This design comes from an exercise in tuning for small area, a short achievable clock period and few clock cycles per item on the open sky130 flow, not from production work. Only simulation tests tie the RTL to the original design; equivalence was not proved. No activity file was given, so power comes from the tool's default toggle rates.

==> flow/design.v, too long to show whole: its modules and the start of the top module <==
// module operandRegister: 37 lines
// module addSubUnit: 110 lines
// module multiplierArray: 796 lines
// module divFront: 739 lines
// module divBack: 840 lines
// module resultSelect: 47 lines
// module aluTop: 91 lines
module aluTop (
	input  logic                            clk,
	input  logic                            rstN,
	input  logic                            start,
	input  logic [aluPkg::operandWidth-1:0] a,
	input  logic [aluPkg::operandWidth-1:0] b,
	input  aluPkg::opcodeT                  op,
	output logic                            done,
	output logic [aluPkg::resultWidth-1:0]  result,
	output logic [aluPkg::errorWidth-1:0]   error
);
  // ...
==> flow/flow/run.sh <==
#!/bin/bash
# Own layout flow: the standard flow (standard.sh, unchanged synthesis), with
# - port buffers of a stronger cell than the smallest one buffer_ports picks by default,
# - timing repair aiming past the required slack (the clock and constraints are unchanged),
#   with resizing free to change a cell's footprint.
set -euo pipefail
MARGIN=$(cat flow/margin.txt)
bash standard.sh \
	"BUFFER_PORTS_ARGS=-buffer_cell sky130_fd_sc_hd__buf_4" \
	"SETUP_SLACK_MARGIN=$MARGIN" \
	"MATCH_CELL_FOOTPRINT=0" \
	finish > standard_flow.log 2>&1
==> flow/flow/margin.txt <==
25.5
==> flow/standard.sh <==
#!/bin/bash
# synth_recipe.tcl (not shown) runs the flow's synth.tcl, then flattens the netlist and writes it again
# the make line also repeats each setting of config.mk as NAME=value (left out here)
make -C /OpenROAD-flow-scripts/flow DESIGN_CONFIG=/design/flow/config.mk WORK_HOME=/design/flow/orfs CLKGATE_MAP_FILE= SYNTH_SCRIPT=/design/flow/synth_recipe.tcl "${@:-finish}"
==> flow/config.mk <==
export PLATFORM = sky130hd
export DESIGN_NAME = aluTop
export DESIGN_NICKNAME = aluTop
export VERILOG_FILES = /design/flow/design.v
export SDC_FILE = /design/flow/constraint.sdc
export NUM_CORES = 4
export LEC_CHECK = 0
export ABC_AREA = 1
export CAP_MARGIN = 20
export CORE_MARGIN = 2
export CORE_UTILIZATION = 40
export SLEW_MARGIN = 20
==> flow/constraint.sdc <==
create_clock -name core_clock -period 40.0 [get_ports {clk}]
set_input_delay 8.0000 -clock core_clock [delete_from_list [all_inputs] [get_ports {clk}]]
set_output_delay 8.0000 -clock core_clock [all_outputs]
set_load 0.01 [all_outputs]
==> out/qor.yml, run 1 <==
run_status: "finished clean"
synth_largest_type_area_fraction_pct: 17.7
seq_power_share_pct: 6.3
internal_power_of_the_cells_w: 0.000633
sh_seq_area_pct: 5.86
synth_top_cells_by_area: "fa_1 (18%), ha_1 (17%), nand2_1 (11%)"
multiplexer_area_fraction_after_synthesis_pct: 0.0477
synth-edff-count: 0
maxCapViolations: 0
startpoint_of_the_lowest_slack_hold_path: "a[0]"
synth_simple_gate_area_share_pct: 22.3
die_area_mm2: 0.0543
synth_ff_type: "dfxtp_1"
area_growth_pct: 21.9
drive_gt1_share_pct: 19.8
met2_track_demand_over_resource_in_global_routing_pct: 44.0
nFlopsAndLatches: 72
synth_warnings: 3
worstPathArrival_ns: 6.34
total_switching_power_w: 0.000731
synth.net_count: 3490
hold_path_depth: 1
drt_pass1_iterations: 8
worst_slew_pin_slew_ns: 0.981
post_layout_nonfiller_instances: 3843
route.met2.wl_um: 34900
timing.final.crit_share_pct: 35.8
maxSlewHeadroom_pct: 34.6
tritoncts.num_buffers: 9
fin_area_mm2: 0.0256
Testbench counts, summed over its fixed seeds: cycles 8,000, items 8,000.
==> run 2, diff against run 1 <==
==> flow/flow/margin.txt (replaced) <==
25
==> run 2 against run 1 <==
Combinational power is 7% lower. Via count is 3.2% lower. Power is 6.5% lower. Sequential share of layout area is 0.35 points higher. Global-route usage is 0.80 points lower. Wire length is 5.1% lower. Critical path depth is 7 higher. Critical endpoint unchanged. Largest power group unchanged.
==> out/qor.yml, run 2 <==
run_status: "finished clean"
layout_top_registers: "operandRegister_i.aQ: 16 flops, operandRegister_i.bQ: 16 flops, operandRegister_i.b3Q: 15 flops"
cells_after_synthesis: 2980
wirelength_um: 74900
post_placement_cell_area_mm2: 0.0222
num_vias: 21000
final_common_cell: "nand2_1"
die_w_um: 233
port-buffer-count: 73
fin_area_mm2: 0.0238  # -6.8%
synth.distinct_cells: 58
synth_seq_area_share_pct: 6.88
post_synth_instance_area_mm2: 0.0210
postSynthRegisterBits: 72
number_of_slew_limit_violations_in_the_final_report: 0
route.detailed.wl_per_inst_um: 19.9
fp.coreArea_mm2: 0.0516
cpMaxStageDelayCell: "fa_1"
die-height_um: 233
cts_tree: "done"
startpoint_of_the_lowest_slack_hold_path: "a[0]"
yosys.cell_count.top_type: "nand2_1"
critical_path.most_common_cell: "nand2_1"
worstPathArrival_ns: 6.67  # +0.33 ns
critPathLaunch: "operandRegister_i.bQ[0]$_DFF_P_"
max_clock_freq_ghz: 0.0682
synth_area_per_cell_um2: 7.03
drive_gt1_share_pct: 12.8  # -7.0 points
holdBufCountCts: 0
insertedDiodeCount: 0
first_pass_grt_wire_length_um: 114000
cts_root_buffer: "clkbuf_16"
synth_largest_type_area_fraction_pct: 17.7  # unchanged
drt_pass1_iterations: 6  # -2
irDropWorstVdd_mv: 0.0775
timing.final.crit_share_pct: 36.7  # +0.82 points
area_of_combinational_cells_with_multiple_inputs_mm2: 0.0178
p_leak_nw: 12.2
fin_tns_setup_ns: 0
die_area_mm2: 0.0543  # unchanged
timing.critical_path.required_ns: 32.00
worst_slew_pin_slew_ns: 0.979  # -0.00181 ns
most_frequent_cells_in_the_layout: "nand2_1 (599), inv_1 (438), ha_1 (270)"
post_dr_vias_cell: 5.58
critical_path.startpoint_type: "flop"
synth_ff_type: "dfxtp_1"
setup_violations: 0
hold_viol_final: 0
first_iter_violations: 2072
grt_start_max_net_pins: 39
grt-ovfl-total: 0
antenna_found_initial: 3
gpl.final_weighted_congestion: 0.987
critPathMaxFanout: 16
synth_warnings: 3  # unchanged
grt_setup_unrepaired: "yes"
initial_utilization_pct: 40.6
synth_area_leader_cell: "fa_1"
cts_htree_levels: 3
place_hpwl_um: 58200
track_usage_pct: 27.1
critical_path.endpoint_type: "primary output"
slowest_delay_ns: 0.43
area.sequential_mm2: 0.00148
netlist_top_cells_count: "nand2_1 (628), inv_1 (460), ha_1 (286), nand3_1 (215), xor2_1 (201)"
maxCapViolations: 0  # unchanged
final.min_clock_period_ns: 14.67
synth.net_count: 3490  # unchanged
powerDensity_mw_per_mm2: 53.5
number_of_global_route_vias_before_repair: 20200
nNetsFinal: 3588
ys_async_sr_fraction_pct: 0
drc: 0
maxSlewHeadroom_pct: 34.7  # +0.12 points
nFillCells: 5228
cts_sinks: 72
io_pins: 74
synth_top_cells_by_area: "fa_1 (18%), ha_1 (17%), nand2_1 (11%)"
path_clk_slew_ns: 0.09
drtAntennaViolNets: 0
path_class: "reg -> out"
synth-edff-count: 0  # unchanged
area_growth_pct: 13.7
hold_path_class: "in -> reg"
std_cell_rows: 83
cts_buffer_depth: 2
tritoncts.num_buffers: 9  # unchanged
run 2: area by class of cell:
| type | count | area share (%) |
|---|---|---|
| repair buffers | 173 | 5.86 |
| clock buffers | 10 | 0.961 |
| inverters | 495 | 8.29 |
| well taps | 680 | 3.57 |
| multi-input cells | 2326 | 74.9 |
| clock inverters | 6 | 0.189 |
| flip-flops and latches | 72 | 6.22 |
| repair inverters | 1 | 0.0210 |
run 2: per-layer routing:
metal  GRT usage (%)  vias up  part of all wire (%)
li1                -     9895                     -
met1            37.2     9884                    43
met2            42.6     1041                    45
met3            3.92      183                   8.8
met4            11.1        4                   4.0
met5               0        -                 0.039
run 2: power by group:
part / internal (W) / total (W) / switching, W
logic: 0.000461 / 0.00111 / 0.000647
registers: 0.0000775 / 0.0000869 / 0.00000944
clock network: 0.0000424 / 0.0000795 / 0.0000371
run 2: final timing paths:
check             slack [ns]                               to  cells after the start
setup / recovery       25.33                        result[9]                     40
hold / removal          7.72  operandRegister_i.aQ[0]$_DFF_P_                      1
run 2: kinds of logic (layout without fill, tap and decap cells):
family                     count (synthesis)  in the layout  share of synthesized area [%]
and+or+nand+nor                         1092           1093                           22.3
buffers and inverters                    583            685                           10.8
xor gates and xnor gates                 260            260                           10.9
muxes                                      1              1                         0.0477
AOI/OAI and AO/OA                        501            501                           14.4
adders and majority gates                471            471                           34.7
DFF                                       72             72                           6.88
run 2: through the flow:
step | util, % | hold slack (ns) | instances | power (W) | worst slack (ns)
after floorplan | - | 8.03 | 2980 | 0.000884 | 25.68
after global placement | 42.9 | 8.11 | 3671 | 0.00112 | 23.52
after detailed placement | 42.9 | 8.11 | 3671 | 0.00114 | 23.39
after CTS | 44.1 | 7.72 | 3706 | 0.00124 | 25.00
after global routing | 46.2 | 7.72 | 3763 | 0.00144 | 24.92
final | 46.2 | 7.72 | 3763 | 0.00127 | 25.33
run 2: critical path, delay by kind of cell (launching register included):
family / cells / cell delay [ns]
xor+xnor: 1 / 0.15
buf+inv: 7 / 0.89
simple gates: 22 / 2.39
compound gates: 5 / 0.87
flops: 1 / 0.31
fa+ha+maj: 5 / 1.68
run 2: repair_timing:
item,in CTS,in global routing
buffers inserted,18,56
gates cloned,1,1
setup endpoints to repair,30,31
endpoints found under the hold margin,0,0
resized for setup,66,154
pin swaps,8,18
==> run 3, diff against run 2 <==
--- a/flow/flow/run.sh
+++ b/flow/flow/run.sh
@@ -8,3 +8,3 @@
 bash standard.sh \
-	"BUFFER_PORTS_ARGS=-buffer_cell sky130_fd_sc_hd__buf_4" \
+	"BUFFER_PORTS_ARGS=-buffer_cell sky130_fd_sc_hd__buf_2" \
 	"SETUP_SLACK_MARGIN=$MARGIN" \
==> run 3 against run 2 <==
Largest cell class unchanged. Design area fell by 0.13%. Still clean. Utilization down 0.061 points. Non-clock buffer count fell by 4.
==> out/qor.yml, run 3 <==
max_clock_freq_ghz: 0.0679  # -0.46%
total_switching_power_w: 0.000695  # +0.27%
worst_slew_pin_slew_ns: 1.08  # +0.103 ns
gpl.final_weighted_congestion: 0.991  # +0.50%
antenna_found_initial: 4  # +1
netlist_top_cells_count: "nand2_1 (628), inv_1 (460), ha_1 (286), nand3_1 (215), xor2_1 (201)"
final.min_clock_period_ns: 14.74  # +0.0676 ns
track_usage_pct: 27.4  # +0.23 points
hold_path_depth: 1  # unchanged
final_core_utilization_pct: 46.1  # -0.061 points
tightest_hold_margin_ns: 7.71  # -0.0124 ns
port-buffer-count: 73  # unchanged
synth-edff-count: 0  # unchanged
critical_path.startpoint_type: "flop"
irDropWorstVdd_mv: 0.0823  # +6.2%
worstPathArrival_ns: 6.74  # +0.07 ns
first_pass_grt_wire_length_um: 115000  # +1.4%
fp.coreArea_mm2: 0.0516  # unchanged
cells_after_synthesis: 2980  # unchanged
std_cell_rows: 83  # unchanged
synth_seq_area_share_pct: 6.88  # unchanged
post_layout_nonfiller_instances: 3765  # +0.053%
tritoncts.num_buffers: 9  # unchanged
timing.final.crit_share_pct: 36.8  # +0.17 points
drive_gt1_share_pct: 13.2  # +0.36 points
critical_path.endpoint_type: "primary output"
place_hpwl_um: 57200  # -1.6%
cts_sinks: 72  # unchanged
maxSlewHeadroom_pct: 27.6  # -7.1 points
grt-ovfl-total: 0  # unchanged
die_w_um: 233  # unchanged
switching_portion_of_total_power_pct: 54.5  # +0.070 points
holdBufCountCts: 0  # unchanged
postSynthRegisterBits: 72  # unchanged
internal_power_of_the_cells_w: 0.000581  # about the same
num_vias: 21200  # +0.68%
nNetsFinal: 3588  # unchanged
seq_power_share_pct: 6.8  # about the same
powerDensity_mw_per_mm2: 53.6  # +0.28%
power_w: 0.00128  # +0.14%
path_clk_slew_ns: 0.09  # about the same
fin_tns_setup_ns: 0  # unchanged
first_iter_violations: 2055  # -0.82%
io_pins: 74  # unchanged
area_growth_pct: 13.5
synth_area_leader_cell: "fa_1"
cpMaxStageDelayCell: "inv_2"
cts_tree: "done"
hold_path_class: "in -> reg"
synth_largest_type_area_fraction_pct: 17.7  # unchanged
run_status: "finished clean"
post_dr_vias_cell: 5.62  # +0.63%
synth.net_count: 3490  # unchanged
grt_setup_unrepaired: "no"
cts_buffer_depth: 2  # unchanged
number_of_global_route_vias_before_repair: 20600  # +1.9%
layout_top_registers: "operandRegister_i.aQ: 16 flops, operandRegister_i.bQ: 16 flops, operandRegister_i.b3Q: 15 flops"
cts_htree_levels: 3  # unchanged
path_class: "reg -> out"
hold_viol_final: 0  # unchanged
startpoint_of_the_lowest_slack_hold_path: "a[0]"
combPwrFrac_pct: 86.0  # -0.9 points
ys_async_sr_fraction_pct: 0  # unchanged
slowest_delay_ns: 0.61  # +0.18 ns
synth_top_cells_by_area: "fa_1 (18%), ha_1 (17%), nand2_1 (11%)"
wirelength_um: 75000  # +0.11%
drtAntennaViolNets: 0  # unchanged
final_common_cell: "nand2_1"
die_area_mm2: 0.0543  # unchanged
synth_ff_type: "dfxtp_1"
synth_warnings: 3  # unchanged
setup_violations: 0  # unchanged
synth_area_per_cell_um2: 7.03  # unchanged
route.detailed.wl_per_inst_um: 19.9  # about the same
initial_utilization_pct: 40.6  # unchanged
post_synth_instance_area_mm2: 0.0210  # unchanged
maxCapViolations: 0  # unchanged
critical_path.most_common_cell: "nand2_1"
cts_root_buffer: "clkbuf_16"
hold_path_end: "operandRegister_i.aQ[0]$_DFF_P_"
place.detailed.instances: 3670  # -0.027%
number_of_slew_limit_violations_in_the_final_report: 0  # unchanged
power.clock.fraction_pct: 7.2  # +1.0 points
timing.critical_path.required_ns: 32.00  # about the same
drt_pass1_iterations: 5  # -1
critPathMaxFanout: 23  # +7
die-height_um: 233  # unchanged
p_leak_nw: 12.2  # about the same
yosys.cell_count.top_type: "nand2_1"
grt_start_max_net_pins: 39  # unchanged
most_frequent_cells_in_the_layout: "nand2_1 (596), inv_1 (439), ha_1 (273)"
synth.distinct_cells: 58  # unchanged
drc: 0  # unchanged
## run 3: cell families (layout without fill, tap and decap cells)
| logic type | count (synthesis) | in the layout | synth area share (%) |
|---|---|---|---|
| simple gates | 1092 | 1096 | 22.3 |
| fa+ha+maj | 471 | 471 | 34.7 |
| other cells | 0 | 2 | 0 |
| xor+xnor | 260 | 260 | 10.9 |
| buf+inv | 583 | 682 | 10.8 |
| flops | 72 | 72 | 6.88 |
| compound gates | 501 | 501 | 14.4 |
| mux | 1 | 1 | 0.0477 |
## run 3: stage by stage
step / area (um2) / worst slack (ns)
6_report: 23800 / 25.26
5_1_grt: 23800 / 24.96
4_1_cts: 22800 / 25.01
3_5_place_dp: 22000 / 22.74
3_3_place_gp: 22000 / 22.87
2_1_floorplan: 21000 / 25.68
## run 3: repair_timing
item                                    4_1_cts  5_1_grt
endpoints found under the setup margin       35       34
setup buffers                                30       41
pin swaps                                    11       29
resized for setup                            88      163
cloned                                        3        3
## run 3: metal layers
layer	up-vias	GRT usage [%]	wire length (um)
met5	-	0	32
met4	6	11.0	3290
li1	9913	-	-
met1	10100	37.1	32400
met3	168	4.79	6280
met2	924	43.0	32900
## run 3: worst max-delay path, delay by kind of cell (launching register included)
family          cells  cell delay [ns]
compound gates      7             1.27
fa+ha+maj           2             0.74
buf+inv             6             1.13
flops               1             0.42
simple gates       22             2.78
## run 3: worst max-delay path by stage
stage	slack, ns	end	cells past startpoint	startpoint
after detailed placement	22.74	result[6]	40	operandRegister_i.aQ[5]$_DFF_P_
after CTS	25.01	result[31]	26	operandRegister_i.aQ[0]$_DFF_P_
after global placement	22.87	result[6]	40	operandRegister_i.aQ[5]$_DFF_P_
after floorplan	25.68	operandRegister_i.remHiQ[9]$_DFF_P_	40	b[3]
after global routing	24.96	result[12]	39	operandRegister_i.bQ[5]$_DFF_P_
final	25.26	result[11]	37	operandRegister_i.bQ[11]$_DFF_P_
## run 3: area by class of cell
type                            count  area (um2)
Clock inverter                      7        86.3
Antenna cell                        2        5.00
Sequential cell                    72        1480
Clock buffer                        9         225
Inverter                          495        2000
Multi-Input combinational cell   2329       17900
Tap cell                          680         851
Fill cell                        5185       27800
Timing Repair Buffer              169        1200
Timing Repair inverter              2        10.0
## run 3: power groups by stage
stage                     clock (W)  combinational [W]  sequential (W)
after global placement            0            0.00101       0.0000884
after global routing      0.0000961            0.00125       0.0000870
after CTS                 0.0000939            0.00106       0.0000867
after detailed placement          0            0.00103       0.0000885
final                     0.0000924            0.00110       0.0000866
after floorplan                   0           0.000801       0.0000835
==> run 4, diff against run 3 <==
--- a/flow/flow/run.sh
+++ b/flow/flow/run.sh
@@ -8,3 +8,3 @@
 bash standard.sh \
-	"BUFFER_PORTS_ARGS=-buffer_cell sky130_fd_sc_hd__buf_2" \
+	"BUFFER_PORTS_ARGS=-buffer_cell sky130_fd_sc_hd__buf_4" \
 	"SETUP_SLACK_MARGIN=$MARGIN" \
==> flow/flow/margin.txt (replaced) <==
24.5
--- a/flow/config.mk
+++ b/flow/config.mk
@@ -11,2 +11,3 @@
 export CORE_UTILIZATION = 40
+export GPL_ROUTABILITY_DRIVEN = 0
 export SLEW_MARGIN = 20
==> run 4 against run 3 <==
Sequential power rose by 1%. Flip-flop and latch count did not move. Largest cell class unchanged. Critical path type unchanged. Still clean on timing, DRC and antenna. Power fell by 3.1%. Utilization fell by 1.8 points. First-iteration DRC count rose by 6.4%. Sequential share of layout area rose by 0.19 points. Wire length fell by 4.6%. Largest power group unchanged. Via count fell by 2.3%. Design area fell by 3.8%. Area after synthesis did not move. Clock power fell by 2.6%. Critical path depth rose by 4.
==> out/qor.yml, run 4 <==
grt-ovfl-total: 0  # unchanged
place_hpwl_um: 56400  # -1.5%
grt_start_max_net_pins: 39  # unchanged
die_w_um: 233  # unchanged
cp.buffers_inverters: 7  # +1
die_area_mm2: 0.0543  # unchanged
worstPathArrival_ns: 7.00  # +0.26 ns
first_pass_grt_wire_length_um: 111000  # -3.4%
hold_path_class: "in -> reg"
drc: 0  # unchanged
met3_wirelength_um: 5800  # -7.6%
post_synth_instance_area_mm2: 0.0210  # unchanged
critPathMaxFanout: 16  # -30%
cts_sinks: 72  # unchanged
most_frequent_cells_in_the_layout: "nand2_1 (615), inv_1 (457), ha_1 (283)"
timing.final.crit_share_pct: 37.5  # +0.65 points
synth_area_leader_cell: "fa_1"
area_of_combinational_cells_with_multiple_inputs_mm2: 0.0174  # -2.9%
maxSlewHeadroom_pct: 35.4  # +7.8 points
grt_setup_unrepaired: "no"
synth_area_per_cell_um2: 7.03  # unchanged
die-height_um: 233  # unchanged
synth.distinct_cells: 58  # unchanged
met1_length_um: 31300  # -3.4%
antenna_found_initial: 4  # unchanged
final_common_cell: "nand2_1"
number_of_global_route_vias_before_repair: 20200  # -2.1%
critical_path.endpoint_type: "primary output"
layout_top_registers: "operandRegister_i.aQ: 16 flops, operandRegister_i.bQ: 16 flops, operandRegister_i.b3Q: 15 flops"
yosys.cell_count.top_type: "nand2_1"
num_vias: 20700  # -2.3%
irDropWorstVdd_mv: 0.0816  # -0.91%
cells_after_synthesis: 2980  # unchanged
synth_ff_type: "dfxtp_1"
synth_seq_area_share_pct: 6.88  # unchanged
p_leak_nw: 11.9  # -2.2%
critical_path.most_common_cell: "nand2_1"
wirelength_um: 71500  # -4.6%
timing.critical_path.required_ns: 32.00  # about the same
hold_path_depth: 1  # unchanged
path_class: "reg -> out"
synth_top_cells_by_area: "fa_1 (18%), ha_1 (17%), nand2_1 (11%)"
cpMaxStageDelayCell: "fa_1"
area_growth_pct: 9.19
hold_viol_final: 0  # unchanged
final.min_clock_period_ns: 15.00  # +0.261 ns
postSynthRegisterBits: 72  # unchanged
cts_htree_levels: 3  # unchanged
drt_pass1_iterations: 6  # +1
track_usage_pct: 26.4  # -0.98 points
synth_largest_type_area_fraction_pct: 17.7  # unchanged
port-buffer-count: 73  # unchanged
synth-edff-count: 0  # unchanged
startpoint_of_the_lowest_slack_hold_path: "a[1]"
cts_tree: "done"
nFillCells: 5226  # +0.79%
route.detailed.wl_per_inst_um: 19.3  # -3.2%
initial_utilization_pct: 40.6  # unchanged
setup_violations: 0  # unchanged
synth.net_count: 3490  # unchanged
nNetsFinal: 3534  # -1.5%
synth_warnings: 3  # unchanged
run_status: "finished clean"
slowest_delay_ns: 0.39  # -0.22 ns
tritoncts.num_buffers: 9  # unchanged
drtAntennaViolNets: 0  # unchanged
fp.coreArea_mm2: 0.0516  # unchanged
final_core_utilization_pct: 44.3  # -1.8 points
post_dr_vias_cell: 5.57  # -0.89%
number_of_slew_limit_violations_in_the_final_report: 0  # unchanged
fin_tns_setup_ns: 0  # unchanged
max_clock_freq_ghz: 0.0667  # -1.7%
power_w: 0.00124  # -3.1%
worst_path_dominant_cell_family: "simple AND/OR/NAND/NOR gates"
ys_async_sr_fraction_pct: 0  # unchanged
critical_path.startpoint_type: "flop"
worst_slew_pin_slew_ns: 0.968  # -0.114 ns
cts_root_buffer: "clkbuf_16"
drive_gt1_share_pct: 8.68  # -4.5 points
cts_buffer_depth: 2  # unchanged
powerDensity_mw_per_mm2: 54.0  # +0.75%
route.met2.wl_um: 31800  # -3.5%
first_iter_violations: 2187  # +6.4%
std_cell_rows: 83  # unchanged
top_layer: "met5"
netlist_top_cells_count: "nand2_1 (628), inv_1 (460), ha_1 (286), nand3_1 (215), xor2_1 (201)"
area.sequential_mm2: 0.00147  # -0.85%
path_clk_slew_ns: 0.06  # -0.03 ns
maxCapViolations: 0  # unchanged
io_pins: 74  # unchanged
hold_path_end: "operandRegister_i.aQ[1]$_DFF_P_"
holdBufCountCts: 0  # unchanged
[run 4: cell counts after synthesis]
No cell type changed its count.
[run 4: worst max-delay path by stage]
stage	endpoint	slack, ns	from	cells after the start
after floorplan	operandRegister_i.remHiQ[9]$_DFF_P_	25.68	b[3]	40
after global placement	result[9]	23.64	operandRegister_i.aQ[5]$_DFF_P_	38
after detailed placement	result[14]	23.50	operandRegister_i.aQ[5]$_DFF_P_	39
after CTS	result[11]	24.55	operandRegister_i.bQ[6]$_DFF_P_	40
after global routing	result[31]	24.51	operandRegister_i.aQ[11]$_DFF_P_	27
final	result[10]	25.00	operandRegister_i.bQ[0]$_DFF_P_	41
[run 4: what timing repair did]
item / CTS / global route
gates cloned: 0 / 1
hold endpoints to repair: 0 / 0
pin swaps: 1 / 6
buffers inserted: 5 / 19
setup endpoints to repair: 16 / 30
gates resized for setup: 27 / 54
[run 4: per-stage QoR]
step | area, um2 | hold slack (ns) | instances | setup WS, ns
global placement | 22100 | 8.11 | 3668 | 23.64
floorplan | 21000 | 8.03 | 2980 | 25.68
CTS | 22500 | 7.74 | 3689 | 24.55
global route | 22900 | 7.74 | 3709 | 24.51
detailed placement | 22100 | 8.11 | 3668 | 23.50
finish | 22900 | 7.75 | 3710 | 25.00
[run 4: where the power goes]
group          switching, W  internal (W)
Sequential       0.00000986     0.0000776
Clock             0.0000351     0.0000550
Combinational      0.000622      0.000437
Total              0.000667      0.000570
[run 4: cells by family after synthesis]
family	after synthesis	synth area share [%]
flip-flops	72	6.88
adder cells (fa/ha/maj)	471	34.7
buffers and inverters	583	10.8
XOR/XNOR	260	10.9
AO/OA/AOI/OAI	501	14.4
AND/OR/NAND/NOR	1092	22.3
multiplexers	1	0.0477
[run 4: area by class of cell]
class | count | area share (%)
antenna | 1 | 0.0109
sequential | 72 | 6.41
inverter | 495 | 8.36
multi-input combinational | 2326 | 76.2
timing repair buffer | 120 | 3.95
clock buffer | 10 | 1.00
clock inverter | 6 | 0.394
tap | 680 | 3.72
[run 4: per-layer routing]
metal / vias to the layer above / track usage, %
li1: 9796 / -
met1: 9798 / 35.9
met2: 900 / 42.1
met3: 158 / 4.23
met4: 4 / 9.53
met5: - / 0
==> run 5, diff against run 4 <==
--- a/flow/config.mk
+++ b/flow/config.mk
@@ -11,3 +11,2 @@
 export CORE_UTILIZATION = 40
-export GPL_ROUTABILITY_DRIVEN = 0
 export SLEW_MARGIN = 20
==> run 5 against run 4 <==
Area after synthesis stayed put. First-iteration DRC count shrank 5.5%. Power about the same. Wire length is 3.0% higher. Die area stayed put. Non-clock buffer count is 4 higher. Combinational power about the same. Maximum frequency is 0.65% lower. Utilization is essentially flat. Worst hold slack lost 0.023 ns. Global-route usage rose by 0.56 points. Final cell count barely moved. Still clean on timing, DRC and antenna.
==> out/qor.yml, run 5 <==
cts_sinks: 72  # unchanged
synth_warnings: 3  # unchanged
drc: 0  # unchanged
cp.buffers_inverters: 7  # unchanged
fp.coreArea_mm2: 0.0516  # unchanged
power_w: 0.00124  # about the same
die-height_um: 233  # unchanged
p_leak_nw: 11.9  # +0.16%
io_pins: 74  # unchanged
area.sequential_mm2: 0.00146  # -0.43%
number_of_global_route_vias_before_repair: 20000  # -0.73%
die_area_mm2: 0.0543  # unchanged
fin_tns_setup_ns: 0  # unchanged
hold_path_class: "in -> reg"
post_synth_instance_area_mm2: 0.0210  # unchanged
critical_path.most_common_cell: "nand2_1"
port-buffer-count: 73  # unchanged
nFillCells: 5264  # +0.73%
synth_area_per_cell_um2: 7.03  # unchanged
critPathMaxFanout: 17  # +1
antenna_found_initial: 2  # -2
track_usage_pct: 26.9  # +0.56 points
path_class: "reg -> out"
number_of_slew_limit_violations_in_the_final_report: 0  # unchanged
postLayoutSetupSlackWorst_ns: 24.90  # -0.0985 ns
compound_gate_portion_of_the_synthesized_area_pct: 14.4  # unchanged
synth_ff_type: "dfxtp_1"
area_of_combinational_cells_with_multiple_inputs_mm2: 0.0174  # about the same
tritoncts.num_buffers: 9  # unchanged
cts_buffer_depth: 2  # unchanged
synth.net_count: 3490  # unchanged
path_clk_slew_ns: 0.08  # +0.02 ns
worst_path_dominant_cell_family: "simple AND/OR/NAND/NOR gates"
yosys.cell_count.top_type: "nand2_1"
std_cell_rows: 83  # unchanged
critical_path.endpoint_type: "primary output"
ys_async_sr_fraction_pct: 0  # unchanged
timing.final.crit_share_pct: 37.7  # +0.25 points
most_frequent_cells_in_the_layout: "nand2_1 (615), inv_1 (457), ha_1 (285)"
cpMaxStageDelayCell: "fa_1"
cts_tree: "done"
nNetsFinal: 3538  # +0.11%
first_pass_grt_wire_length_um: 113000  # +1.3%
cells_after_synthesis: 2980  # unchanged
synth.distinct_cells: 58  # unchanged
synth_simple_gate_area_share_pct: 22.3  # unchanged
hold_viol_final: 0  # unchanged
route.detailed.wl_per_inst_um: 19.8  # +2.9%
synth_area_leader_cell: "fa_1"
drtAntennaViolNets: 0  # unchanged
synth_seq_area_share_pct: 6.88  # unchanged
worst_slew_pin_slew_ns: 0.988  # +0.0201 ns
slowest_delay_ns: 0.43  # +0.04 ns
max_clock_freq_ghz: 0.0662  # -0.65%
critical_path_cell_count: 40  # -2.4%
postSynthRegisterBits: 72  # unchanged
first_iter_violations: 2066  # -5.5%
yosys.area_share.xor_xnor_pct: 10.9  # unchanged
num_vias: 20800  # +0.60%
irDropWorstVdd_mv: 0.0767  # -5.9%
area_growth_pct: 9.22  # about the same
synth_top_family_by_area: "adder cells"
drt_pass1_iterations: 6  # unchanged
critical_path_sink: "result[9]"
worstPathArrival_ns: 7.10  # +0.10 ns
final_common_cell: "nand2_1"
maxSlewHeadroom_pct: 34.1  # -1.3 points
synth_top_cells_by_area: "fa_1 (18%), ha_1 (17%), nand2_1 (11%)"
wirelength_um: 73600  # +3.0%
worst_slack_after_detailed_placement_ns: 23.39  # -0.111 ns
gpl.final_weighted_congestion: 0.987
holdBufCountCts: 0  # unchanged
cts_root_buffer: "clkbuf_16"
grt-ovfl-total: 0  # unchanged
critPathLaunch: "operandRegister_i.bQ[0]$_DFF_P_"
final.min_clock_period_ns: 15.10  # +0.0985 ns
critical_path.startpoint_type: "flop"
netlist_top_cells_count: "nand2_1 (628), inv_1 (460), ha_1 (286), nand3_1 (215), xor2_1 (201)"
timing.critical_path.required_ns: 32.00  # about the same
synth-adder-area-share_pct: 34.7  # unchanged
grt_start_max_net_pins: 39  # unchanged
synth_largest_type_area_fraction_pct: 17.7  # unchanged
multiplexer_area_fraction_after_synthesis_pct: 0.0477  # unchanged
maxCapViolations: 0  # unchanged
place_hpwl_um: 58200  # +3.2%
cts_htree_levels: 3  # unchanged
initial_utilization_pct: 40.6  # unchanged
grt_setup_unrepaired: "yes"
synth-edff-count: 0  # unchanged
layout_top_registers: "operandRegister_i.aQ: 16 flops, operandRegister_i.bQ: 16 flops, operandRegister_i.b3Q: 15 flops"
powerDensity_mw_per_mm2: 54.0  # about the same
die_w_um: 233  # unchanged
setup_violations: 0  # unchanged
run_status: "finished clean"
post_dr_vias_cell: 5.60  # +0.52%
insertedDiodeCount: 0  # -1
drive_gt1_share_pct: 8.70  # +0.022 points
[run 5: cell type report]
class                           count  area share (%)
Multi-Input combinational cell   2326            76.1
Clock inverter                      6           0.197
Tap cell                          680            3.72
Clock buffer                       10            1.00
Sequential cell                    72            6.38
Timing Repair Buffer              124            4.21
Inverter                          495            8.37
[run 5: through the flow]
step	hold slack, ns	instances	area, um2	utilization (%)
4_1_cts	7.72	3690	22500	43.7
5_1_grt	7.72	3713	22900	44.4
2_1_floorplan	8.03	2980	21000	-
6_report	7.72	3713	22900	44.4
3_5_place_dp	8.11	3671	22200	42.9
3_3_place_gp	8.11	3671	22200	42.9
[run 5: cells by family (layout without fill, tap and decap cells)]
logic type / after synthesis / count (layout)
simple gates: 1092 / 1093
fa+ha+maj: 471 / 471
buf+inv: 583 / 635
compound gates: 501 / 501
mux: 1 / 1
xor+xnor: 260 / 260
flops: 72 / 72
[run 5: where the power goes]
group          switching, W   total, W  internal (W)
Sequential       0.00000951  0.0000872     0.0000776
Clock             0.0000370  0.0000794     0.0000424
Combinational      0.000630    0.00107      0.000439
[run 5: repair_timing]
| action | 4_1_cts | 5_1_grt |
|---|---|---|
| setup endpoints to repair | 21 | 30 |
| setup buffers | 3 | 22 |
| cloned | 0 | 1 |
| gates resized for setup | 35 | 46 |
| pin swaps | 0 | 7 |
[run 5: worst min path at each step]
stage | startpoint | to | slack [ns] | cells past startpoint
2_1_floorplan | a[0] | operandRegister_i.aQ[0]$_DFF_P_ | 8.03 | 0
3_3_place_gp | a[3] | operandRegister_i.aQ[3]$_DFF_P_ | 8.11 | 1
3_5_place_dp | a[3] | operandRegister_i.aQ[3]$_DFF_P_ | 8.11 | 1
4_1_cts | a[0] | operandRegister_i.aQ[0]$_DFF_P_ | 7.72 | 1
5_1_grt | a[0] | operandRegister_i.aQ[0]$_DFF_P_ | 7.72 | 1
6_report | a[0] | operandRegister_i.aQ[0]$_DFF_P_ | 7.72 | 1
[run 5: metal layers]
| layer | wire length [um] | share of wire, % | track usage [%] | up-vias |
|---|---|---|---|---|
| met1 | 32100 | 44 | 37.1 | 9867 |
| li1 | - | - | - | 9811 |
| met5 | 29 | 0.039 | 0 | - |
| met4 | 2860 | 3.9 | 10.3 | 4 |
| met3 | 5910 | 8.0 | 3.84 | 152 |
| met2 | 32700 | 44 | 42.5 | 946 |
==> run 6, diff against run 5 <==
--- a/flow/config.mk
+++ b/flow/config.mk
@@ -10,3 +10,3 @@
 export CORE_MARGIN = 2
-export CORE_UTILIZATION = 40
+export CORE_UTILIZATION = 55
 export SLEW_MARGIN = 20
==> run 6 against run 5 <==
Global-route usage rose by 9.3 points. Sequential share of layout area about the same. Flip-flop and latch count is the same. Clock-buffer cell count fell by 1. Design area shrank 0.43%. First-iteration DRC count down 12%. Area after synthesis did not move. Power rose by 5.2%. Final cell count decreased by 4.4%. Combinational power up 6%. Clock power grew 3.5%. Non-clock buffer count up 3. Critical endpoint is now result[10]. Largest cell class unchanged. Largest power group unchanged. Highest routed layer is now met4.
==> out/qor.yml, run 6 <==
run_status: "finished clean"
layout_top_registers: "operandRegister_i.aQ: 16 flops, operandRegister_i.bQ: 16 flops, operandRegister_i.b3Q: 15 flops"
critical_path.endpoint_type: "primary output"
timing.final.crit_share_pct: 37.8  # +0.10 points
cts_sinks: 72  # unchanged
netlist_top_cells_count: "nand2_1 (628), inv_1 (460), ha_1 (286), nand3_1 (215), xor2_1 (201)"
nFillCells: 3582  # -32%
die_area_mm2: 0.0397  # -27%
synth.net_count: 3490  # unchanged
startpoint_of_the_lowest_slack_hold_path: "a[1]"
final.min_clock_period_ns: 15.14  # +0.0419 ns
place_hpwl_um: 56300  # -3.2%
final_common_cell: "nand2_1"
use_met1_pct: 48.3  # +11 points
p_leak_nw: 11.9  # about the same
maxCapViolations: 0  # unchanged
slowest_delay_ns: 0.53  # +0.10 ns
most_frequent_cells_in_the_layout: "nand2_1 (612), inv_1 (452), ha_1 (284)"
hold_path_depth: 1  # unchanged
met2_track_demand_over_resource_in_global_routing_pct: 57.9  # +15 points
port-buffer-count: 73  # unchanged
path_class: "reg -> out"
grt_start_max_net_pins: 39  # unchanged
std_cell_rows: 71  # -14%
max_clock_freq_ghz: 0.0661  # -0.28%
first_iter_violations: 1817  # -12%
timing.critical_path.required_ns: 32.00  # about the same
die_w_um: 199  # -14%
post_synth_instance_area_mm2: 0.0210  # unchanged
yosys.cell_count.top_type: "nand2_1"
irDropWorstVdd_mv: 0.0767  # about the same
die-height_um: 199  # -14%
fp.coreArea_mm2: 0.0376  # -27%
cts_buffer_depth: 2  # unchanged
ys_async_sr_fraction_pct: 0  # unchanged
first_pass_grt_wire_length_um: 110000  # -2.5%
powerDensity_mw_per_mm2: 57.1  # +5.7%
io_pins: 74  # unchanged
drive_gt1_share_pct: 9.42  # +0.71 points
cts_tree: "done"
synth_warnings: 3  # unchanged
track_usage_pct: 36.2  # +9.3 points
path_clk_slew_ns: 0.09  # about the same
grt.busiest_layer: "met2"
area.sequential_mm2: 0.00146  # about the same
postSynthRegisterBits: 72  # unchanged
hold_viol_final: 0  # unchanged
gpl.final_weighted_congestion: 0.993  # +0.70%
area_growth_pct: 8.75
worst_slew_pin_slew_ns: 1.09  # +0.106 ns
synth-edff-count: 0  # unchanged
drt_pass1_iterations: 6  # unchanged
globalRouteMet3Util_pct: 6.21  # +2.4 points
post_placement_cell_area_mm2: 0.0219  # -1.2%
hold_path_class: "in -> reg"
number_of_slew_limit_violations_in_the_final_report: 0  # unchanged
tritoncts.num_buffers: 9  # unchanged
critical_path.most_common_cell: "nand2_1"
grt_setup_unrepaired: "no"
wirelength_um: 71600  # -2.8%
synth.distinct_cells: 58  # unchanged
fin_tns_setup_ns: 0  # unchanged
maxSlewHeadroom_pct: 26.4  # -7.7 points
synth_area_per_cell_um2: 7.03  # unchanged
route.detailed.wl_per_inst_um: 20.2  # +1.7%
synth_area_leader_cell: "fa_1"
setup_violations: 0  # unchanged
drtAntennaViolNets: 0  # unchanged
postLayoutSetupSlackWorst_ns: 24.86  # -0.0419 ns
critPathMaxFanout: 25  # +8
worst_slack_after_detailed_placement_ns: 23.18  # -0.205 ns
num_vias: 20800  # +0.029%
drc: 0  # unchanged
antenna_found_initial: 0  # -2
grt-ovfl-total: 0  # unchanged
hold_path_end: "operandRegister_i.aQ[1]$_DFF_P_"
insertedDiodeCount: 0  # unchanged
synth_seq_area_share_pct: 6.88  # unchanged
synth_ff_type: "dfxtp_1"
cts_root_buffer: "clkbuf_16"
cts_htree_levels: 3  # unchanged
cells_after_synthesis: 2980  # unchanged
synth_top_cells_by_area: "fa_1 (18%), ha_1 (17%), nand2_1 (11%)"
fin_area_mm2: 0.0228  # -0.43%
worstPathArrival_ns: 7.14  # +0.04 ns
synth_largest_type_area_fraction_pct: 17.7  # unchanged
post_dr_vias_cell: 5.86  # +4.7%
number_of_global_route_vias_before_repair: 19900  # -0.56%
initial_utilization_pct: 55.8  # +15 points
cpMaxStageDelayCell: "dfxtp_2"
critical_path.startpoint_type: "flop"
nNetsFinal: 3542  # +0.11%
area_of_combinational_cells_with_multiple_inputs_mm2: 0.0175  # +0.37%
## run 6: changes by cell type in the layout (fill, tap and decap cells not counted), sizes merged
cell,delta
nand2,+1
clkinv,-3
buf,+3
clkinvlp,+4
clkbuf,-1
## run 6: power by group
part           leakage [nW]  switching [W]  internal, W  total [W]
Clock                 0.135      0.0000389    0.0000433  0.0000822
Combinational          11.2       0.000678     0.000454    0.00113
Sequential            0.604     0.00000907    0.0000777  0.0000867
## run 6: timing repair
| action | CTS | global route |
|---|---|---|
| setup buffers | 3 | 33 |
| endpoints found under the setup margin | 16 | 34 |
| cloned | 1 | 1 |
| resized for setup | 34 | 68 |
| hold buffers | 0 | 0 |
| pin swaps | 1 | 10 |
## run 6: layer usage
metal	routed length, um	share of wire, %
met4	3150	4.4
met5	0	0
met3	6490	9.1
met2	32000	45
met1	30000	42
## run 6: worst max path at each step
| stage | from | end |
|---|---|---|
| CTS | b[1] | operandRegister_i.remHiQ[0]$_DFF_P_ |
| floorplan | b[3] | operandRegister_i.remHiQ[9]$_DFF_P_ |
| global placement | operandRegister_i.aQ[5]$_DFF_P_ | result[6] |
| finish | operandRegister_i.bQ[2]$_DFF_P_ | result[10] |
| global route | operandRegister_i.aQ[4]$_DFF_P_ | result[10] |
| detailed placement | operandRegister_i.aQ[5]$_DFF_P_ | result[6] |
## run 6: cell families after synthesis
logic type | Yosys count | share of synthesized area, %
compound gates | 501 | 14.4
xor+xnor | 260 | 10.9
fa+ha+maj | 471 | 34.7
buf+inv | 583 | 10.8
flops | 72 | 6.88
mux | 1 | 0.0477
simple gates | 1092 | 22.3
## run 6: area by class of cell
cell class              instances  share of cell area, %
multi-input cells            2327                   76.7
inverters                     495                   8.47
flip-flops and latches         72                   6.40
repair buffers                127                   4.32
well taps                     511                   2.80
clock buffers                   9                  0.988
clock inverters                 7                  0.269
## run 6: metrics by stage
step | power [W] | util [%] | hold slack [ns] | instances
after detailed placement | 0.00119 | 58.3 | 8.11 | 3494
after global routing | 0.00146 | 60.7 | 7.72 | 3548
final | 0.00130 | 60.7 | 7.73 | 3548
after CTS | 0.00128 | 59.3 | 7.72 | 3514
after global placement | 0.00116 | 58.3 | 8.10 | 3494
after floorplan | 0.000884 | - | 8.03 | 2980
## run 6: worst max-delay path, delay by kind of cell (launching register included)
kind                       cells  cell delay, ns
and+or+nand+nor               28            3.48
AOI/OAI and AO/OA              3            0.46
buffers and inverters          8            1.17
adders and majority gates      3            1.13
DFF                            1            0.53
==> run 7, diff against run 6 <==
--- a/flow/config.mk
+++ b/flow/config.mk
@@ -8,5 +8,5 @@
 export ABC_AREA = 1
-export CAP_MARGIN = 20
+export CAP_MARGIN = 5
 export CORE_MARGIN = 2
-export CORE_UTILIZATION = 55
-export SLEW_MARGIN = 20
+export CORE_UTILIZATION = 40
+export SLEW_MARGIN = 5
==> run 7 against run 6 <==
Still clean. Die area grew 37%. Synthesized cell count is the same. Wire length grew 2.9%. Worst hold slack lost 0.0031 ns. Worst setup slack gained 0.042 ns. Combinational power shrank 5%. Sequential share of layout area is essentially flat. Via count is essentially flat. Flip-flop and latch count is the same. Non-clock buffer count shrank 3. Clock-buffer cell count grew 1. Design area grew 0.43%. Largest cell class unchanged.
==> out/qor.yml, run 7 <==
grt_setup_unrepaired: "yes"
path_class: "reg -> out"
critPathLaunch: "operandRegister_i.bQ[0]$_DFF_P_"
drc: 0  # unchanged
ys_async_sr_fraction_pct: 0  # unchanged
tightest_hold_margin_ns: 7.72  # -0.00314 ns
hold_viol_final: 0  # unchanged
synth-edff-count: 0  # unchanged
synth_area_per_cell_um2: 7.03  # unchanged
holdBufCountCts: 0  # unchanged
synth_ff_type: "dfxtp_1"
track_usage_pct: 26.9  # -9.3 points
initial_utilization_pct: 40.6  # -15 points
synth.distinct_cells: 58  # unchanged
final_common_cell: "nand2_1"
setup_violations: 0  # unchanged
area_growth_pct: 9.22
tritoncts.num_buffers: 9  # unchanged
cells_after_synthesis: 2980  # unchanged
maxSlewHeadroom_pct: 34.1  # +7.7 points
post_dr_vias_cell: 5.60  # -4.5%
p_leak_nw: 11.9  # about the same
layout_top_registers: "operandRegister_i.aQ: 16 flops, operandRegister_i.bQ: 16 flops, operandRegister_i.b3Q: 15 flops"
irDropWorstVdd_mv: 0.0767  # about the same
timing.final.crit_share_pct: 37.7  # -0.10 points
number_of_global_route_vias_before_repair: 20000  # +0.56%
cts_sinks: 72  # unchanged
path_clk_slew_ns: 0.08  # about the same
nNetsFinal: 3538  # -0.11%
num_vias: 20800  # -0.029%
cpMaxStageDelayCell: "fa_1"
postSynthRegisterBits: 72  # unchanged
synth_seq_area_share_pct: 6.88  # unchanged
port-buffer-count: 73  # unchanged
fin_tns_setup_ns: 0  # unchanged
synth.net_count: 3490  # unchanged
max_clock_freq_ghz: 0.0662  # +0.28%
die_area_mm2: 0.0543  # +37%
insertedDiodeCount: 0  # unchanged
first_pass_grt_wire_length_um: 113000  # +2.6%
die_w_um: 233  # +17%
critical_path.endpoint_type: "primary output"
grt-ovfl-total: 0  # unchanged
gpl.final_weighted_congestion: 0.987  # -0.69%
cts_root_buffer: "clkbuf_16"
worst_slew_pin_slew_ns: 0.988  # -0.106 ns
yosys.cell_count.top_type: "nand2_1"
netlist_top_cells_count: "nand2_1 (628), inv_1 (460), ha_1 (286), nand3_1 (215), xor2_1 (201)"
synth_warnings: 3  # unchanged
fp.coreArea_mm2: 0.0516  # +37%
hold_path_class: "in -> reg"
hold_path_depth: 1  # unchanged
startpoint_of_the_lowest_slack_hold_path: "a[0]"
cts_tree: "done"
powerDensity_mw_per_mm2: 54.0  # -5.4%
first_iter_violations: 2066  # +14%
critPathMaxFanout: 17  # -32%
post_synth_instance_area_mm2: 0.0210  # unchanged
synth_area_leader_cell: "fa_1"
maxCapViolations: 0  # unchanged
antenna_found_initial: 2  # +2
most_frequent_cells_in_the_layout: "nand2_1 (615), inv_1 (457), ha_1 (285)"
final.min_clock_period_ns: 15.10  # -0.0419 ns
drive_gt1_share_pct: 8.70  # -0.71 points
wirelength_um: 73600  # +2.9%
worstPathArrival_ns: 7.10  # -0.04 ns
run_status: "finished clean"
timing.critical_path.required_ns: 32.00  # about the same
power_w: 0.00124  # -4.9%
cts_htree_levels: 3  # unchanged
slowest_delay_ns: 0.43  # -0.10 ns
drt_pass1_iterations: 6  # unchanged
std_cell_rows: 83  # +17%
number_of_slew_limit_violations_in_the_final_report: 0  # unchanged
route.detailed.wl_per_inst_um: 19.8  # -1.7%
synth_top_cells_by_area: "fa_1 (18%), ha_1 (17%), nand2_1 (11%)"
critical_path.most_common_cell: "nand2_1"
die-height_um: 233  # +17%
io_pins: 74  # unchanged
drtAntennaViolNets: 0  # unchanged
place_hpwl_um: 58200  # +3.3%
cts_buffer_depth: 2  # unchanged
final_core_utilization_pct: 44.4  # -16 points
critical_path.startpoint_type: "flop"
grt_start_max_net_pins: 39  # unchanged
synth_largest_type_area_fraction_pct: 17.7  # unchanged
## run 7: where the power goes
part / internal, W / switching, W / leakage, nW / total [W]
registers: 0.0000776 / 0.00000951 / 0.605 / 0.0000872
clock network: 0.0000424 / 0.0000370 / 0.130 / 0.0000794
logic: 0.000439 / 0.000630 / 11.2 / 0.00107
total: 0.000559 / 0.000677 / 11.9 / 0.00124
## run 7: stage by stage
stage               setup slack, ns  std cells  cell area, um2
floorplan                     25.68       2980           21000
global placement              23.52       3671           22200
detailed placement            23.39       3671           22200
CTS                           24.52       3690           22500
global route                  24.46       3713           22900
finish                        24.90       3713           22900
## run 7: logic make-up (layout without fill, tap and decap cells)
group	after synthesis	after routing	share of synthesized area [%]
AND/OR/NAND/NOR	1092	1093	22.3
multiplexers	1	1	0.0477
buffers and inverters	583	635	10.8
AO/OA/AOI/OAI	501	501	14.4
adder cells (fa/ha/maj)	471	471	34.7
flip-flops	72	72	6.88
XOR/XNOR	260	260	10.9
## run 7: worst paths after layout
kind / slack (ns) / to
hold / removal: 7.72 / operandRegister_i.aQ[0]$_DFF_P_
setup / recovery: 24.90 / result[9]
## run 7: final cells by class
cell class                      instances  area [um2]
Clock inverter                          6        45.0
Clock buffer                           10         229
Sequential cell                        72        1460
Timing Repair Buffer                  124         963
Multi-Input combinational cell       2326       17400
Fill cell                            5264       28700
Inverter                              495        1920
Tap cell                              680         851
## run 7: worst max-delay path: cells and delay by family (launching register included)
kind | cells | cell delay, ns
buffers and inverters | 7 | 1.00
xor gates and xnor gates | 1 | 0.16
AOI/OAI and AO/OA | 3 | 0.71
adders and majority gates | 5 | 1.79
and+or+nand+nor | 24 | 2.77
DFF | 1 | 0.30
## run 7: layer usage
| metal | wire length, um | vias up | track usage, % |
|---|---|---|---|
| li1 | - | 9811 | - |
| met1 | 32100 | 9867 | 37.1 |
| met2 | 32700 | 946 | 42.5 |
| met3 | 5910 | 152 | 3.84 |
| met4 | 2860 | 4 | 10.3 |
| met5 | 29 | - | 0 |
## run 7: repair_timing
item,CTS,global route
gates cloned,0,1
pin swaps,0,7
setup endpoints to repair,21,30
gates resized for setup,35,46
setup buffers,3,22
==> run 8, diff against run 7 <==
--- a/flow/flow/run.sh
+++ b/flow/flow/run.sh
@@ -4,3 +4,6 @@
 # - timing repair aiming past the required slack (the clock and constraints are unchanged),
-#   with resizing free to change a cell's footprint.
+#   with resizing free to change a cell's footprint,
+# - Yosys's synth run without its internal quick ABC pass (-noabc), so the adder
+#   extraction sees the design's own full-adder structure; the final ABC mapping,
+#   the registers and their names are those of the standard synthesis.
 set -euo pipefail
@@ -11,2 +14,3 @@
 	"MATCH_CELL_FOOTPRINT=0" \
+	"SYNTH_ARGS=-noabc" \
 	finish > standard_flow.log 2>&1
--- a/flow/config.mk
+++ b/flow/config.mk
@@ -8,5 +8,5 @@
 export ABC_AREA = 1
-export CAP_MARGIN = 5
+export CAP_MARGIN = 20
 export CORE_MARGIN = 2
 export CORE_UTILIZATION = 40
-export SLEW_MARGIN = 5
+export SLEW_MARGIN = 20
==> run 8 against run 7 <==
Still clean on timing, DRC and antenna. Worst hold slack improved by 0.030 ns. Sequential power increased by 7.5%. Via count decreased by 0.37%. Synthesized cell count down 2.0%. Wire length increased by 5.6%. Final cell count fell by 1.6%. Global-route usage grew 1.6 points. Flip-flop and latch count stayed put. Design area increased by 0.36%. Power grew 31%. Utilization rose by 0.25 points. Critical endpoint unchanged. Highest routed layer is now met4.
==> out/qor.yml, run 8 <==
cts_tree: "done"
setup_violations: 0  # unchanged
grt_start_max_net_pins: 37  # -5.1%
drive_gt1_share_pct: 9.79  # +1.1 points
num_vias: 20700  # -0.37%
io_pins: 74  # unchanged
slowest_delay_ns: 0.42  # about the same
critical_path.endpoint_type: "primary output"
antenna_found_initial: 1  # -1
place.detailed.instances: 3604  # -1.8%
synth_largest_type_area_fraction_pct: 18.2  # +0.55 points
final_common_cell: "nand2_1"
maxSlewHeadroom_pct: 47.6  # +13 points
irDropWorstVdd_mv: 0.0543  # -29%
timing.final.crit_share_pct: 37.9  # +0.11 points
critPathMaxFanout: 21  # +4
number_of_global_route_vias_before_repair: 20300  # +1.6%
nNetsFinal: 3477  # -1.7%
synth_seq_area_share_pct: 6.90  # +0.027 points
most_frequent_cells_in_the_layout: "nand2_1 (656), inv_1 (361), ha_1 (276)"
timing.critical_path.required_ns: 32.00  # about the same
critical_path.startpoint_type: "flop"
place_hpwl_um: 60800  # +4.4%
cts_root_buffer: "clkbuf_16"
wirelength_um: 77800  # +5.6%
nFillCells: 5353  # +1.7%
cpMaxStageDelayCell: "fa_2"
cts_buffer_depth: 2  # unchanged
port-buffer-count: 73  # unchanged
gpl.final_weighted_congestion: 0.995  # +0.90%
p_leak_nw: 11.8  # -1.1%
fp.coreArea_mm2: 0.0515  # -0.20%
cells_after_synthesis: 2921  # -2.0%
grt_setup_unrepaired: "no"
synth_area_per_cell_um2: 7.15  # +1.6%
post_layout_nonfiller_instances: 3653  # -1.6%
synth_warnings: 3  # unchanged
netlist_top_cells_count: "nand2_1 (680), inv_1 (369), ha_1 (281), nand3_1 (217), xor2_1 (217)"
max_clock_freq_ghz: 0.0660  # -0.30%
worst_slack_after_detailed_placement_ns: 23.05  # -0.337 ns
grt-ovfl-total: 0  # unchanged
synth.net_count: 3431  # -1.7%
postLayoutSetupSlackWorst_ns: 24.86  # -0.0457 ns
synth.distinct_cells: 61  # +5.2%
tritoncts.num_buffers: 9  # unchanged
die_w_um: 232  # -0.19%
die_area_mm2: 0.0540  # -0.38%
cts_sinks: 72  # unchanged
worst_path_dominant_cell_family: "simple AND/OR/NAND/NOR gates"
worst_slew_pin_slew_ns: 0.786  # -0.201 ns
critical_path.most_common_cell: "nand2_1"
first_pass_grt_wire_length_um: 119000  # +5.0%
synth-edff-count: 0  # unchanged
yosys.cell_count.top_type: "nand2_1"
first_iter_violations: 1959  # -5.2%
path_class: "reg -> out"
synth_top_cells_by_area: "fa_1 (18%), ha_1 (17%), nand2_1 (12%)"
postSynthRegisterBits: 72  # unchanged
drt_pass1_iterations: 8  # +2
worstPathArrival_ns: 7.14  # +0.04 ns
initial_utilization_pct: 40.5  # -0.076 points
cp.buffers_inverters: 7  # unchanged
hold_viol_final: 0  # unchanged
maxCapViolations: 0  # unchanged
post_dr_vias_cell: 5.67  # +1.3%
final.min_clock_period_ns: 15.14  # +0.0457 ns
layout_top_registers: "operandRegister_i.aQ: 16 flops, operandRegister_i.bQ: 16 flops, operandRegister_i.b3Q: 15 flops"
drtAntennaViolNets: 0  # unchanged
track_usage_pct: 28.6  # +1.6 points
number_of_slew_limit_violations_in_the_final_report: 0  # unchanged
post_synth_instance_area_mm2: 0.0209  # -0.39%
final_core_utilization_pct: 44.6  # +0.25 points
hold_path_class: "in -> reg"
synth_area_leader_cell: "fa_1"
route.detailed.wl_per_inst_um: 21.3  # +7.4%
path_clk_slew_ns: 0.06  # -0.02 ns
area_growth_pct: 10.0
std_cell_rows: 83  # unchanged
fin_tns_setup_ns: 0  # unchanged
die-height_um: 232  # -0.19%
powerDensity_mw_per_mm2: 70.6  # +31%
run_status: "finished clean"
tightest_hold_margin_ns: 7.75  # +0.0303 ns
synth_ff_type: "dfxtp_1"
ys_async_sr_fraction_pct: 0  # unchanged
drc: 0  # unchanged
cts_htree_levels: 3  # unchanged
## run 8: cell types whose count changed after synthesis, moves of 10 or more
cell / previous run / this run
or2_2: 19 / 3
inv_1: 460 / 369
nand2_1: 628 / 680
xnor2_1: 59 / 49
nor2_1: 150 / 128
xor2_1: 201 / 217
a21o_1: 19 / 30
a21oi_1: 167 / 156
## run 8: where the power goes
part / switching [W] / leakage [nW] / total (W) / internal, W
registers: 0.0000131 / 0.605 / 0.0000937 / 0.0000806
logic: 0.000870 / 11.0 / 0.00145 / 0.000581
clock network: 0.0000343 / 0.133 / 0.0000775 / 0.0000432
## run 8: cell type report
cell class / instances / area, um2 / area share [%]
Multi-Input combinational cell: 2360 / 17800 / 77.4
Inverter: 396 / 1570 / 6.83
Sequential cell: 72 / 1450 / 6.32
Timing Repair Buffer: 127 / 1010 / 4.42
Tap cell: 680 / 851 / 3.70
Clock buffer: 9 / 225 / 0.980
Clock inverter: 7 / 62.6 / 0.272
Timing Repair inverter: 1 / 5.00 / 0.0218
Antenna cell: 1 / 2.50 / 0.0109
## run 8: path summary, 6_finish.rpt
path | startpoint | endpoint | cells after the start
min | a[3] | operandRegister_i.aQ[3]$_DFF_P_ | 1
max | operandRegister_i.bQ[0]$_DFF_P_ | result[9] | 42
## run 8: routing by layer
metal | track usage (%) | vias to the layer above | wire [um]
li1 | - | 9713 | -
met1 | 38.3 | 9914 | 33600
met2 | 45.9 | 889 | 34800
met3 | 4.23 | 188 | 6120
met4 | 11.7 | 0 | 3290
met5 | 0 | - | 0
## run 8: cell families (layout without fill, tap and decap cells)
group / after synthesis / count (layout) / share of synthesized area [%]
AND/OR/NAND/NOR: 1129 / 1130 / 23.3
AO/OA/AOI/OAI: 493 / 493 / 14.2
buffers and inverters: 490 / 540 / 9.38
adder cells (fa/ha/maj): 471 / 471 / 35.1
XOR/XNOR: 266 / 266 / 11.2
flip-flops: 72 / 72 / 6.90
other: 0 / 1 / 0
## run 8: through the flow
stage	instance area (um2)	total power, W
after floorplan	20900	0.00111
after global routing	23000	0.00182
after global placement	22000	0.00148
after detailed placement	22000	0.00149
final	23000	0.00162
after CTS	22600	0.00160
## run 8: timing repair
action / 4_1_cts / 5_1_grt
pin swaps: 2 / 4
resized for setup: 45 / 79
setup endpoints to repair: 27 / 30
buffers inserted: 18 / 11
gates cloned: 2 / 1
hold buffers: 0 / 0
endpoints found under the hold margin: 0 / 0

## static timing again, ports no longer ideal
Ports are ideal in the flow. The routed layouts listed here were re-timed in OpenROAD.
Step 1 (the two cells are an assumption about what drives the block):
set clk [get_ports {clk}]
set_driving_cell -lib_cell sky130_fd_sc_hd__clkbuf_16 $clk
set_driving_cell -lib_cell sky130_fd_sc_hd__buf_2 [delete_from_list [all_inputs] $clk]
Step 2 adds t to the input delays and takes it off the output delays; t is the mean of the earliest and latest rising clock arrival at the registers after step 1. Input paths then give back, and output paths get back, about the clock's delay inside the block.
a / b / c = ideal / step 1 / step 2; a / b = the first two.
run | t, ns | setup slack, ns | worst data-port slew with drivers (ns)
run 1 | 0.413 | 25.660 / 25.609 / 25.475 | 0.11
run 2 | 0.416 | 25.332 / 25.277 / 25.080 | 0.10
run 3 | 0.422 | 25.264 / 25.211 / 25.132 | 0.10
run 4 | 0.408 | 25.003 / 24.951 / 24.664 | 0.09
run 5 | 0.412 | 24.904 / 24.854 / 24.784 | 0.11
run 6 | 0.402 | 24.862 / 24.818 / 24.702 | 0.06
run 7 | 0.412 | 24.904 / 24.854 / 24.784 | 0.11
run 8 | 0.387 | 24.859 / 24.815 / 24.745 | 0.04
After both steps every run listed still meets setup and hold. The setup slack of run 4, which loses most, moves by -0.052 ns with the drivers and by -0.339 ns with both steps.
